From an optimization exercise on the open Yosys and OpenROAD flow, aimed at small area, a short achievable clock period and few clock cycles; shortcuts taken in it are not production practice.
At most, simulation tests tie the RTL to the original design; equivalence was not proved.

==> module fft_top, before the edit <==
module fft_top (
  input  logic        clk,
  input  logic        reset,
  input  logic        load,
  input  logic [63:0] load_data,  
  input  logic        start,
  output logic        done,
  input  logic [2:0]  rd_addr,
  output logic [31:0] rd_data     
);
  logic [31:0] e0, e1, e2, e3, f0, f1, f2, f3;
  logic        tr5, ti5;  
  function automatic logic [31:0] cop(input logic [31:0] x, input logic [2:0] c);
    logic [15:0] opr, opi;
    opr = c[2] ? x[15:0] : x[31:16];
    opi = c[2] ? x[31:16] : x[15:0];
    cop = {opr ^ {16{c[1]}}, opi ^ {16{c[0]}}};
  endfunction
  logic k0, s13, n23, n12;
  logic ph;  
  always_ff @(posedge clk) begin
    if (reset) begin
      k0   <= 1'b1;
      s13  <= 1'b0;
      n23  <= 1'b0;
      n12  <= 1'b0;
      ph   <= 1'b0;
      done <= 1'b0;
    end else if (load) begin
      k0   <= s13 & n23;
      s13  <= k0 | (n23 & ~s13);
      n23  <= n12;
      n12  <= k0 | (s13 & n12);
      done <= 1'b0;
    end else if (start) begin
      k0   <= 1'b1;
      s13  <= 1'b0;
      n23  <= 1'b0;
      n12  <= 1'b0;
      ph   <= 1'b1;
    end else if (ph) begin
      ph   <= 1'b0;
      done <= 1'b1;
    end
  end
  logic [31:0] xh, xl;      
  logic [31:0] keep;
  logic [2:0]  c1, c2, c2f, c3;
  assign xh   = load_data[63:32];
  assign xl   = load_data[31:0];
  assign keep = {32{~(k0 & load)}};  
  assign c1  = {s13, n23, n12};
  assign c2  = {1'b0, s13, s13};
  assign c2f = {1'b1, s13, ~s13};
  assign c3  = {s13, n12, n23};
  logic [31:0] xhg, xlg;
  assign xhg = xh & {32{load}};
  assign xlg = xl & {32{load}};
  logic [31:0] se0, se1, se2, se3, sf0, sf1, sf2, sf3;
  fft_cadd #(.KS(0)) u_ae0 (.a(e0 & keep), .b(cop(xhg, 3'b000)), .ci(2'b00),    .s(se0));
  fft_cadd #(.KS(0)) u_ae1 (.a(e1 & keep), .b(cop(xhg, c1)),     .ci(c1[1:0]),  .s(se1));
  fft_cadd #(.KS(0)) u_ae2 (.a(e2 & keep), .b(cop(xhg, c2)),     .ci(c2[1:0]),  .s(se2));
  fft_cadd #(.KS(0)) u_ae3 (.a(e3 & keep), .b(cop(xhg, c3)),     .ci(c3[1:0]),  .s(se3));
  fft_cadd #(.KS(0)) u_af0 (.a(f0 & keep), .b(cop(xlg, 3'b000)), .ci(2'b00),    .s(sf0));
  fft_cadd #(.KS(0)) u_af1 (.a(f1 & keep), .b(cop(xlg, c1)),     .ci(c1[1:0]),  .s(sf1));
  fft_cadd #(.KS(0)) u_af2 (.a(f2 & keep), .b(cop(xlg, c2f)),    .ci(c2f[1:0]), .s(sf2));
  fft_cadd #(.KS(0)) u_af3 (.a(f3 & keep), .b(cop(xlg, c3)),     .ci(c3[1:0]),  .s(sf3));
  logic [31:0] tw;
  fft_mul181 u_mr (.v(f1[31:16]), .y(tw[31:16]));
  fft_mul181 u_mi (.v(f1[15:0]),  .y(tw[15:0]));
  always_ff @(posedge clk) begin
    e0 <= se0;
    e1 <= se1;
    e2 <= se2;
    e3 <= se3;
    f0 <= sf0;
    f2 <= sf2;
    f1 <= (start | ph) ? f3 : sf1;
    f3 <= (start | ph) ? tw : sf3;
    if (start) begin
      tr5 <= (f1[23:16] == 8'h80);
      ti5 <= (f1[7:0] == 8'h80);
    end
  end
  logic [31:0] es, fs;
  logic [1:0]  j;
  logic        ng, odd;
  logic        nra, nrb, nia, nib;
  logic [1:0]  dr, di;
  assign j   = rd_addr[1:0];
  assign ng  = rd_addr[2];
  assign odd = rd_addr[0];
  always_comb begin
    case (j)
      2'd0:    begin es = e0; fs = f0; end
      2'd1:    begin es = e1; fs = f1; end
      2'd2:    begin es = e2; fs = f2; end
      default: begin es = e3; fs = f3; end
    endcase
  end
  assign nra = (j == 2'd3) ? ~ng : ng;
  assign nrb = ng;
  assign nia = ~ng;
  assign nib = (j == 2'd3) ? ~ng : ng;
  always_comb begin
    dr = {1'b0, nra} + {1'b0, odd & nrb};
    di = {1'b0, nib} + {1'b0, odd & nia};
    if (j == 2'd1) begin
      dr = ng ? dr - {1'b0, tr5} : dr + {1'b0, tr5};
      di = ng ? di - {1'b0, ti5} : di + {1'b0, ti5};
    end
  end
  logic [15:0] ra, rb, ia, ib;
  logic [15:0] rs, rc, is_, ic;
  assign ra = fs[31:16] ^ {16{nra}};
  assign rb = odd ? fs[15:0] ^ {16{nrb}} : 16'd0;
  assign ia = odd ? fs[31:16] ^ {16{nia}} : 16'd0;
  assign ib = fs[15:0] ^ {16{nib}};
  assign rs  = es[31:16] ^ ra ^ rb;
  assign rc  = {(es[30:16] & ra[14:0]) | (es[30:16] & rb[14:0]) | (ra[14:0] & rb[14:0]),
                dr[1] | dr[0]};
  assign is_ = es[15:0] ^ ia ^ ib;
  assign ic  = {(es[14:0] & ia[14:0]) | (es[14:0] & ib[14:0]) | (ia[14:0] & ib[14:0]),
                di[1] | di[0]};
  logic [31:0] rsum;
  fft_cadd #(.KS(0)) u_rd (.a({rs, is_}), .b({rc, ic}), .ci({dr[1], di[1]}), .s(rsum));
  always_ff @(posedge clk) begin
    rd_data <= rsum;
  end
endmodule
==> module fft_carry, before the edit <==
module fft_carry #(
  parameter int W  = 16,
  parameter int KS = 0
) (
  input  logic [W-1:0] p,
  input  logic [W-1:0] g,
  input  logic         ci,
  output logic [W-1:0] c
);
  logic [W-1:0] pp, gg, gn;
  always_comb begin
    pp = p;
    gg = g;
    gg[0] = g[0] | (p[0] & ci);
    if (KS != 0) begin
      for (int d = 1; d < W; d = d * 2) begin
        gn = gg;
        for (int i = d; i < W; i++) begin
          gn[i] = gg[i] | (pp[i] & gg[i-d]);
        end
        for (int i = W - 1; i >= d; i--) begin
          pp[i] = pp[i] & pp[i-d];
        end
        gg = gn;
      end
    end else begin
      for (int d = 1; d < W; d = d * 2) begin
        for (int i = 2*d - 1; i < W; i += 2*d) begin
          gg[i] = gg[i] | (pp[i] & gg[i-d]);
          pp[i] = pp[i] & pp[i-d];
        end
      end
      for (int d = 1 << ($clog2(W) - 2); d >= 1; d = d / 2) begin
        for (int i = 3*d - 1; i < W; i += 2*d) begin
          gg[i] = gg[i] | (pp[i] & gg[i-d]);
          pp[i] = pp[i] & pp[i-d];
        end
      end
    end
    c = {gg[W-2:0], ci};
  end
endmodule
clock: 6.5 ns
lec_check: 0
cap_margin: 20
core_margin: 2
core_utilization: 40
setup_slack_margin: 2.3
slew_margin: 20
synth_hierarchical: 1
synth_minimum_keep_size: 0
standard.sh (not shown) runs the stock make flow with config.mk's settings and CLKGATE_MAP_FILE= SYNTH_SCRIPT=/design/flow/synth_recipe.tcl, a recipe that flattens the netlist after the stock synthesis.
==> flow/flow/run.sh <==
#!/bin/bash
# The standard layout, with plain buffers (not delay cells) on the ports.
set -euo pipefail
bash standard.sh BUFFER_PORTS_ARGS="-buffer_cell sky130_fd_sc_hd__buf_2" finish > standard.log 2>&1
Testbench counts at the start, summed over its fixed seeds: cycles 5,384.
==> next run, changes <==
--- a/flow/design.v
+++ b/flow/design.v
@@ -218,13 +218,13 @@
   assign rc  = {(es[30:16] & ra[14:0]) | (es[30:16] & rb[14:0]) | (ra[14:0] & rb[14:0]),
                 dr[1] | dr[0]};
   assign is_ = es[15:0] ^ ia ^ ib;
   assign ic  = {(es[14:0] & ia[14:0]) | (es[14:0] & ib[14:0]) | (ia[14:0] & ib[14:0]),
                 di[1] | di[0]};
   logic [31:0] rsum;
-  fft_cadd #(.KS(0)) u_rd (.a({rs, is_}), .b({rc, ic}), .ci({dr[1], di[1]}), .s(rsum));
+  fft_cadd #(.KS(1)) u_rd (.a({rs, is_}), .b({rc, ic}), .ci({dr[1], di[1]}), .s(rsum));
   always_ff @(posedge clk) begin
     rd_data <= rsum;
   end
 endmodule
 module fft_cadd #(
   parameter int KS = 0
@@ -270,13 +270,13 @@
       for (int d = 1; d < W; d = d * 2) begin
         for (int i = 2*d - 1; i < W; i += 2*d) begin
           gg[i] = gg[i] | (pp[i] & gg[i-d]);
           pp[i] = pp[i] & pp[i-d];
         end
       end
-      for (int d = 1 << ($clog2(W) - 2); d >= 1; d = d / 2) begin
+      for (int d = W / 4; d >= 1; d = d / 2) begin
         for (int i = 3*d - 1; i < W; i += 2*d) begin
           gg[i] = gg[i] | (pp[i] & gg[i-d]);
           pp[i] = pp[i] & pp[i-d];
         end
       end
     end
Setup slack got worse by 92 ps.
Fmax is lower by 2.2%.
Via count is about the same.
Non-clock buffer count is lower by 3.
Synthesized cell count is higher by 1.5%.
Area after synthesis is higher by 0.87%.
Count of clock-buffer cells in the layout is lower by 2.
Utilization is higher by 0.13 points.
The RTL of the second run of this note was laid out without a check of its function.

re-timing with driven ports:
No port has a modelled driver above. Below, the same layouts with a new extraction and two added sets of constraints. Step 1 sets driving cells, clkbuf_16 on the clock port and buf_2 on the other inputs (assumed; they add their load-dependent delay and slew). Step 2 times the ports against the registers' clock, not the clock port: input delays grow and output delays shrink by t, the midpoint of the rising clock arrivals with the driver on. a / b / c = ideal / step 1 / step 2; a / b = the first two.
run | shift t [ns] | slack for setup (ns) | worst setup path after step 2 | worst data-port slew with drivers (ns)
the first run | 0.613 | 2.434 / 2.270 / 1.658 | input to register | 0.23
the second run | 0.603 | 2.342 / 2.161 / 1.557 | input to register | 0.25
After both steps every run listed still meets setup and hold. The setup slack of the second run, which loses most, moves by -0.181 ns with the drivers and by -0.785 ns with both steps.
